This design comes from an exercise in tuning for small area on the open sky130 flow, not from production work.
In this exercise RTL edits were held to simulation tests only and were not proved equivalent to the original.

==> design/flow/design.v <==
package macro_stream_out_pkg;
   localparam int DEF_DATA_WIDTH = 16;
   localparam int DEF_FRAC_BITS  = 12;
   localparam int DEF_GRID_W     = 50;
   localparam int DEF_GRID_H     = 50;
   localparam int DEF_INT_SHIFT  = 4;
   localparam int DEF_FIFO_DEPTH = 8;
   localparam int OUT_W          = 40;
   localparam int FLAG_BARRIER = 0;
   localparam int FLAG_SAT     = 1;
   localparam int FLAG_RHO_NEG = 2;
   typedef struct packed {
      logic [7:0] x;
      logic [7:0] y;
      logic [7:0] flags;
      logic [7:0] intensity;
      logic [7:0] rho_b;
   } out_word_t;
   function automatic logic [7:0] pack_flags(input logic barrier, input logic sat,
                                             input logic rho_neg);
      logic [7:0] f;
      f = '0;
      f[FLAG_BARRIER] = barrier;
      f[FLAG_SAT]     = sat & ~barrier;
      f[FLAG_RHO_NEG] = rho_neg;
      pack_flags = f;
   endfunction
endpackage
module macro_stream_out_fifo #(
   parameter int WIDTH = 40,
   parameter int DEPTH = 8
) (
   input  logic             clk,
   input  logic             rst,
   input  logic             push,
   input  logic [WIDTH-1:0] wdata,
   input  logic             pop,
   output logic [WIDTH-1:0] rdata,
   output logic             full,
   output logic             empty
);
   localparam int AW = $clog2(DEPTH);
   logic [AW:0]                  wr_q, wr_d, rd_q, rd_d;
   logic [DEPTH-1:0][WIDTH-1:0]  mem_q, mem_d;
   logic                         wr_en, rd_en;
   always_comb begin
      empty = (wr_q == rd_q);
      full  = (wr_q[AW] != rd_q[AW]) && (wr_q[AW-1:0] == rd_q[AW-1:0]);
      rd_en = pop & ~empty;
      wr_en = push & (~full | rd_en);
      wr_d  = wr_q + (AW+1)'(wr_en);
      rd_d  = rd_q + (AW+1)'(rd_en);
      mem_d = mem_q;
      if (wr_en) mem_d[wr_q[AW-1:0]] = wdata;
      rdata = empty ? '0 : mem_q[rd_q[AW-1:0]];
   end
   always_ff @(posedge clk) begin
      if (rst) begin
         wr_q <= '0;
         rd_q <= '0;
      end else begin
         wr_q <= wr_d;
         rd_q <= rd_d;
      end
   end
   always_ff @(posedge clk) mem_q <= mem_d;
endmodule
import macro_stream_out_pkg::*;
module macro_stream_out #(
   parameter int DATA_WIDTH = DEF_DATA_WIDTH,
   parameter int FRAC_BITS  = DEF_FRAC_BITS,
   parameter int GRID_W     = DEF_GRID_W,
   parameter int GRID_H     = DEF_GRID_H,
   parameter int INT_SHIFT  = DEF_INT_SHIFT,
   parameter int FIFO_DEPTH = DEF_FIFO_DEPTH
) (
   input  logic                  clk,
   input  logic                  rst,
   input  logic                  en,
   input  logic                  in_valid,
   input  logic                  barrier,
   input  logic [DATA_WIDTH-1:0] u_x,
   input  logic [DATA_WIDTH-1:0] u_y,
   input  logic [DATA_WIDTH-1:0] rho,
   output logic                  out_valid,
   input  logic                  out_ready,
   output logic [OUT_W-1:0]      out_data,
   output logic                  frame_done,
   output logic [15:0]           frame_count,
   output logic                  overflow
);
   localparam int         SQ_W   = 2*DATA_WIDTH + 1;
   localparam logic [7:0] X_LAST = 8'(GRID_W - 1);
   localparam logic [7:0] Y_LAST = 8'(GRID_H - 1);
   typedef struct packed {
      logic                  vld;
      logic                  last;
      logic                  barrier;
      logic [7:0]            x;
      logic [7:0]            y;
      logic [DATA_WIDTH-1:0] ux;
      logic [DATA_WIDTH-1:0] uy;
      logic [7:0]            rho_b;
   } s1_t;
   typedef struct packed {
      logic            vld;
      logic            last;
      logic            barrier;
      logic [7:0]      x;
      logic [7:0]      y;
      logic [SQ_W-1:0] speed2;
      logic [7:0]      rho_b;
   } s2_t;
   typedef struct packed {
      logic      vld;
      logic      last;
      macro_stream_out_pkg::out_word_t word;
   } s3_t;
   s1_t        s1_q, s1_d;
   s2_t        s2_q, s2_d;
   s3_t        s3_q, s3_d;
   logic [7:0] x_q, x_d, y_q, y_d;
   logic       frame_done_q, frame_done_d, overflow_q, overflow_d;
   logic [15:0] frame_count_q, frame_count_d;
   logic                    accept, push, pop, fifo_full, fifo_empty, sat;
   logic [2*DATA_WIDTH-1:0] ux_e, uy_e, px, py;
   logic [SQ_W-1:0]         sq, t;
   always_comb begin
      accept = in_valid & en;
      x_d    = x_q;
      y_d    = y_q;
      s1_d.vld     = accept;
      s1_d.last    = (x_q == X_LAST) && (y_q == Y_LAST);
      s1_d.barrier = barrier;
      s1_d.x       = x_q;
      s1_d.y       = y_q;
      s1_d.ux      = u_x;
      s1_d.uy      = u_y;
      s1_d.rho_b   = rho[DATA_WIDTH-1 -: 8];
      if (accept) begin
         if (x_q == X_LAST) begin
            x_d = '0;
            y_d = (y_q == Y_LAST) ? '0 : y_q + 8'd1;
         end else begin
            x_d = x_q + 8'd1;
         end
      end
   end
   always_comb begin
      ux_e = {{DATA_WIDTH{s1_q.ux[DATA_WIDTH-1]}}, s1_q.ux};
      uy_e = {{DATA_WIDTH{s1_q.uy[DATA_WIDTH-1]}}, s1_q.uy};
      px   = $signed(ux_e) * $signed(ux_e);
      py   = $signed(uy_e) * $signed(uy_e);
      sq   = {1'b0, px} + {1'b0, py};
      s2_d.vld     = s1_q.vld;
      s2_d.last    = s1_q.last;
      s2_d.barrier = s1_q.barrier;
      s2_d.x       = s1_q.x;
      s2_d.y       = s1_q.y;
      s2_d.speed2  = sq >> FRAC_BITS;
      s2_d.rho_b   = s1_q.rho_b;
   end
   always_comb begin
      t   = s2_q.speed2 >> INT_SHIFT;
      sat = |t[SQ_W-1:8];
      s3_d.vld            = s2_q.vld;
      s3_d.last           = s2_q.last;
      s3_d.word.x         = s2_q.x;
      s3_d.word.y         = s2_q.y;
      s3_d.word.flags     = macro_stream_out_pkg::pack_flags(s2_q.barrier, sat, s2_q.rho_b[7]);
      s3_d.word.intensity = s2_q.barrier ? 8'h00 : (sat ? 8'hFF : t[7:0]);
      s3_d.word.rho_b     = s2_q.rho_b[7] ? 8'h00 : s2_q.rho_b;
   end
   always_comb begin
      push          = s3_q.vld;
      pop           = out_valid & out_ready;
      frame_done_d  = s3_q.vld & s3_q.last;
      frame_count_d = frame_count_q + 16'(frame_done_d);
      overflow_d    = overflow_q | (push & fifo_full & ~pop);
   end
   always_ff @(posedge clk) begin
      if (rst) begin
         s1_q          <= '0;
         s2_q          <= '0;
         s3_q          <= '0;
         x_q           <= '0;
         y_q           <= '0;
         frame_done_q  <= 1'b0;
         frame_count_q <= '0;
         overflow_q    <= 1'b0;
      end else begin
         s1_q          <= s1_d;
         s2_q          <= s2_d;
         s3_q          <= s3_d;
         x_q           <= x_d;
         y_q           <= y_d;
         frame_done_q  <= frame_done_d;
         frame_count_q <= frame_count_d;
         overflow_q    <= overflow_d;
      end
   end
   macro_stream_out_fifo #(.WIDTH(OUT_W), .DEPTH(FIFO_DEPTH)) u_fifo (
      .clk   (clk),
      .rst   (rst),
      .push  (push),
      .wdata (s3_q.word),
      .pop   (out_ready),
      .rdata (out_data),
      .full  (fifo_full),
      .empty (fifo_empty)
   );
   assign out_valid   = ~fifo_empty;
   assign frame_done  = frame_done_q;
   assign frame_count = frame_count_q;
   assign overflow    = overflow_q;
endmodule
==> design/flow/run.sh <==
#!/bin/bash
# synth_recipe.tcl (not shown) runs the flow's synth.tcl, then flattens the netlist and writes it again
# the make line also repeats each setting of config.mk as NAME=value (left out here)
make -C /OpenROAD-flow-scripts/flow DESIGN_CONFIG=/design/flow/config.mk WORK_HOME=/design/flow/orfs CLKGATE_MAP_FILE= SYNTH_SCRIPT=/design/flow/synth_recipe.tcl finish
==> design/flow/config.mk <==
export PLATFORM = sky130hd
export DESIGN_NAME = macro_stream_out
export DESIGN_NICKNAME = macro_stream_out
export VERILOG_FILES = /design/flow/design.v
export SDC_FILE = /design/flow/constraint.sdc
export NUM_CORES = 4
export LEC_CHECK = 0
export CAP_MARGIN = 20
export CORE_MARGIN = 2
export CORE_UTILIZATION = 40
export SLEW_MARGIN = 20
==> design/flow/constraint.sdc <==
create_clock -name core_clock -period 10.0 [get_ports {clk}]
set_input_delay 2.0000 -clock core_clock [delete_from_list [all_inputs] [get_ports {clk}]]
set_output_delay 2.0000 -clock core_clock [all_outputs]
set_load 0.01 [all_outputs]
==> impl_metrics.ini <==
[timing]
fin_crit_ps = 8610
fin_skew_ps = 23.5
rsz0062_at_grt = no
finalSetupViolCount = 0
tightest_slew_ps = 1250
slew_headroom = 0.160
fmax_mhz = 116
fin_setup_tns_ps = 0
hold_viol_final = 0
slew_violations = 0
fin_crit_sh = 0.861

[run]
maxCapViolCount = 0

[logic_synthesis]
ys_ff_latch = 501
syn_area_mm2 = 0.0429
synth_top_area_frac = 0.224
syn-mean-instance-area_um2 = 10.2
synth_area_leader_cell = edfxtp_1
synth-async-reset-ratio = 0
synth_flop_cell = edfxtp_1
ys_top_cells_by_area = edfxtp_1 22%, fa_1 22%, dfxtp_1 8.4%
synth_warnings = 2
synth_edf_count = 320
ys_types = 83
synthesis.nets = 4950
yosysSeqAreaShare = 0.309
synthCells = 4198

[worst_hold_path]
min_from = s2_q[0]
min_to = s3_q[0]
min_path_cells = 1
hp-class = reg -> reg

[drt]
drc = 0
vias = 31884
final_antenna_net_count = 0
wl_per_cell_um = 23.1
finalWirelength_mm = 131
first_pass_iters = 8
via_per_inst = 5.60
drt_iter0_drc = 3307

[clock_network]
clk_pin_slew_ps = 60
h-tree-depth = 2
cts_tree = built
cts_resized = 0
holdBufCountCts = 0
cts_setup_buffers = 0
cts_buffers = 58
clockRootBuffer = clkbuf_16
cts.path.max_buffers = 3
clock-sinks = 501
insertion_delay_ps = 660

[global_routing]
grt_usage = 0.239
antenna_found_initial = 4
grt_max_degree = 182
grt_pass1_wl_mm = 200
grt.overflow.total = 0
grt_pass1_vias = 32428

[critical_path]
crit_type = reg -> reg
crit_slowest_cell = dfxtp_1
cp.required_ps = 10490
worst_r2r_endpoint = s2_q[28]
cp_max_fo = 18
startpoint = s1_q[17]
worstReg2RegStart = s1_q[17]
reg2regPathDepth = 31
crit_path_start_kind = flop
arrival_ps = 9100
cp-end-kind = flop
slowest_delay_ps = 840
r2r_slack_ps = 1390

[final_layout]
nFillCells = 10147
final_layout_size_suffix_gt1_frac = 0.0677
area_growth_pct = 10.5
nets = 4988
seq_area_mm2 = 0.0132
multi_input_area_mm2 = 0.0265

[pwr]
p_per_area_mw_per_mm2 = 193
cellLeakagePower_nw = 19.9
finalPower_w = 0.00914
peakVddDrop_v = 0.000329

[status]
status = no timing/DRC/antenna violations

[placed_design]
io_buffer_count = 104
gp_congestion = 1.06
place_hpwl_mm = 97.6

[floorplanning]
pin_count = 113
initial_core_util = 0.402
die_area_mm2 = 0.110
core_area_mm2 = 0.107
die-width_um = 331
die_h_um = 331
row_count = 120
[final cells by class]
cell class / instances / share of cell area
tap: 1403 / 0.0371
clock buffer: 81 / 0.0342
antenna: 2 / 0.000106
timing repair buffer: 167 / 0.0325
sequential: 501 / 0.280
inverter: 669 / 0.0530
multi-input combinational: 2839 / 0.559
clock inverter: 27 / 0.00510
[sequential cells by signal (all words and copies together), names as in the netlist, 4 cells and up]
name / flops
y_q: 8
u_fifo.rd_q: 4
u_fifo.wr_q: 4
s3_q: 36
u_fifo.mem_q: 320
s1_q: 59
frame_count_q: 16
s2_q: 44
x_q: 8
[placed cells by master, fill, tap and decap left out, types with 56 or more instances in the layout]
cell,instances
nand2_1,455
a21oi_1,98
mux2i_1,76
dfxtp_1,177
edfxtp_1,320
mux4_2,80
nor3_1,56
buf_4,60
o21ai_0,185
nor2b_1,125
and2_1,107
nand3_1,56
ha_1,222
nor2_1,230
xnor2_1,85
clkbuf_16,59
a22o_1,132
inv_1,668
clkdlybuf4s50_1,103
fa_1,474
[cells in the mapped netlist (17+ instances only)]
cell type / number
a21o_1: 46
a21oi_1: 101
a221o_1: 24
a22o_1: 132
a22oi_1: 24
a32o_1: 26
and2_1: 108
and3_1: 19
buf_1: 17
clkbuf_1: 158
dfxtp_1: 181
edfxtp_1: 320
fa_1: 474
ha_1: 224
inv_1: 668
mux2i_1: 76
mux4_2: 80
nand2_1: 455
nand2b_1: 21
nand3_1: 56
nor2_1: 234
nor2b_1: 127
nor3_1: 56
o21ai_0: 190
o221ai_1: 32
xnor2_1: 86
xor2_1: 35
[routing by layer]
metal  wire length (um)  vias up  track usage
li1                   -    14212            -
met1              51000    15945        0.303
met2              61900     1414        0.396
met3              11300      309       0.0453
met4               6970        4        0.110
met5                 27        -            0
[power breakdown]
part	switching, W	internal [W]	total [W]
clock network	0.000923	0.00119	0.00211
registers	0.0000787	0.00228	0.00236
logic	0.00269	0.00198	0.00467
[how the worst max path moves through the flow]
stage / end / slack (ps) / cells after the start
final: s2_q[28] / 1390 / 31
after global routing: s2_q[28] / 1000 / 31
after CTS: s2_q[28] / 1410 / 29
after detailed placement: s2_q[28] / 1460 / 31
after global placement: s2_q[28] / 1540 / 30
after floorplan: u_fifo.wr_q[1] / 2160 / 5
[critical path, delay by kind of cell, from the launching register on]
family	cells	cell delay [ps]
adders and majority gates	8	3580
AOI/OAI and AO/OA	13	2550
DFF	1	840
and+or+nand+nor	4	1150
buffers and inverters	6	320
[through the flow]
stage	setup WS [ps]	utilization	area, um^2	instances	hold slack [ps]
final	1390	0.444	47400	5689	422
after global routing	1000	0.444	47400	5687	447
after CTS	1410	0.444	47400	5687	428
after detailed placement	1460	0.426	45500	5579	410
after global placement	1540	0.426	45500	5578	415
after floorplan	2160	-	42900	4198	403
[cells by family after synthesis]
group | synth area share
XOR/XNOR | 0.0251
flip-flops | 0.309
adder cells (fa/ha/maj) | 0.287
buffers and inverters | 0.0759
AND/OR/NAND/NOR | 0.125
multiplexers | 0.0632
AO/OA/AOI/OAI | 0.116

==> port drivers added, routing unchanged <==
The flow's constraints put no driver on any port. The routed layout listed below was extracted and timed again, unchanged, in two steps. Step 1: set_driving_cell puts a clkbuf_16 on clk and a buf_2 on each other input, an assumption about the parent block. Step 2 also shifts input and output timing later by t, the mid clock arrival at the registers, as if the neighbouring blocks saw the same clock. a / b / c = no drivers / after step 1 / after step 2; a / b = the first two.
t, ns: 0.724
setup WS [ns]: 1.387 / 1.387 / 1.387
worst setup path at the end: register to register
cell pins on the clock port's net: 1
After both steps this run still meets setup and hold. The setup slack of this run moves by 0.000 ns with the drivers and by 0.000 ns with both steps.
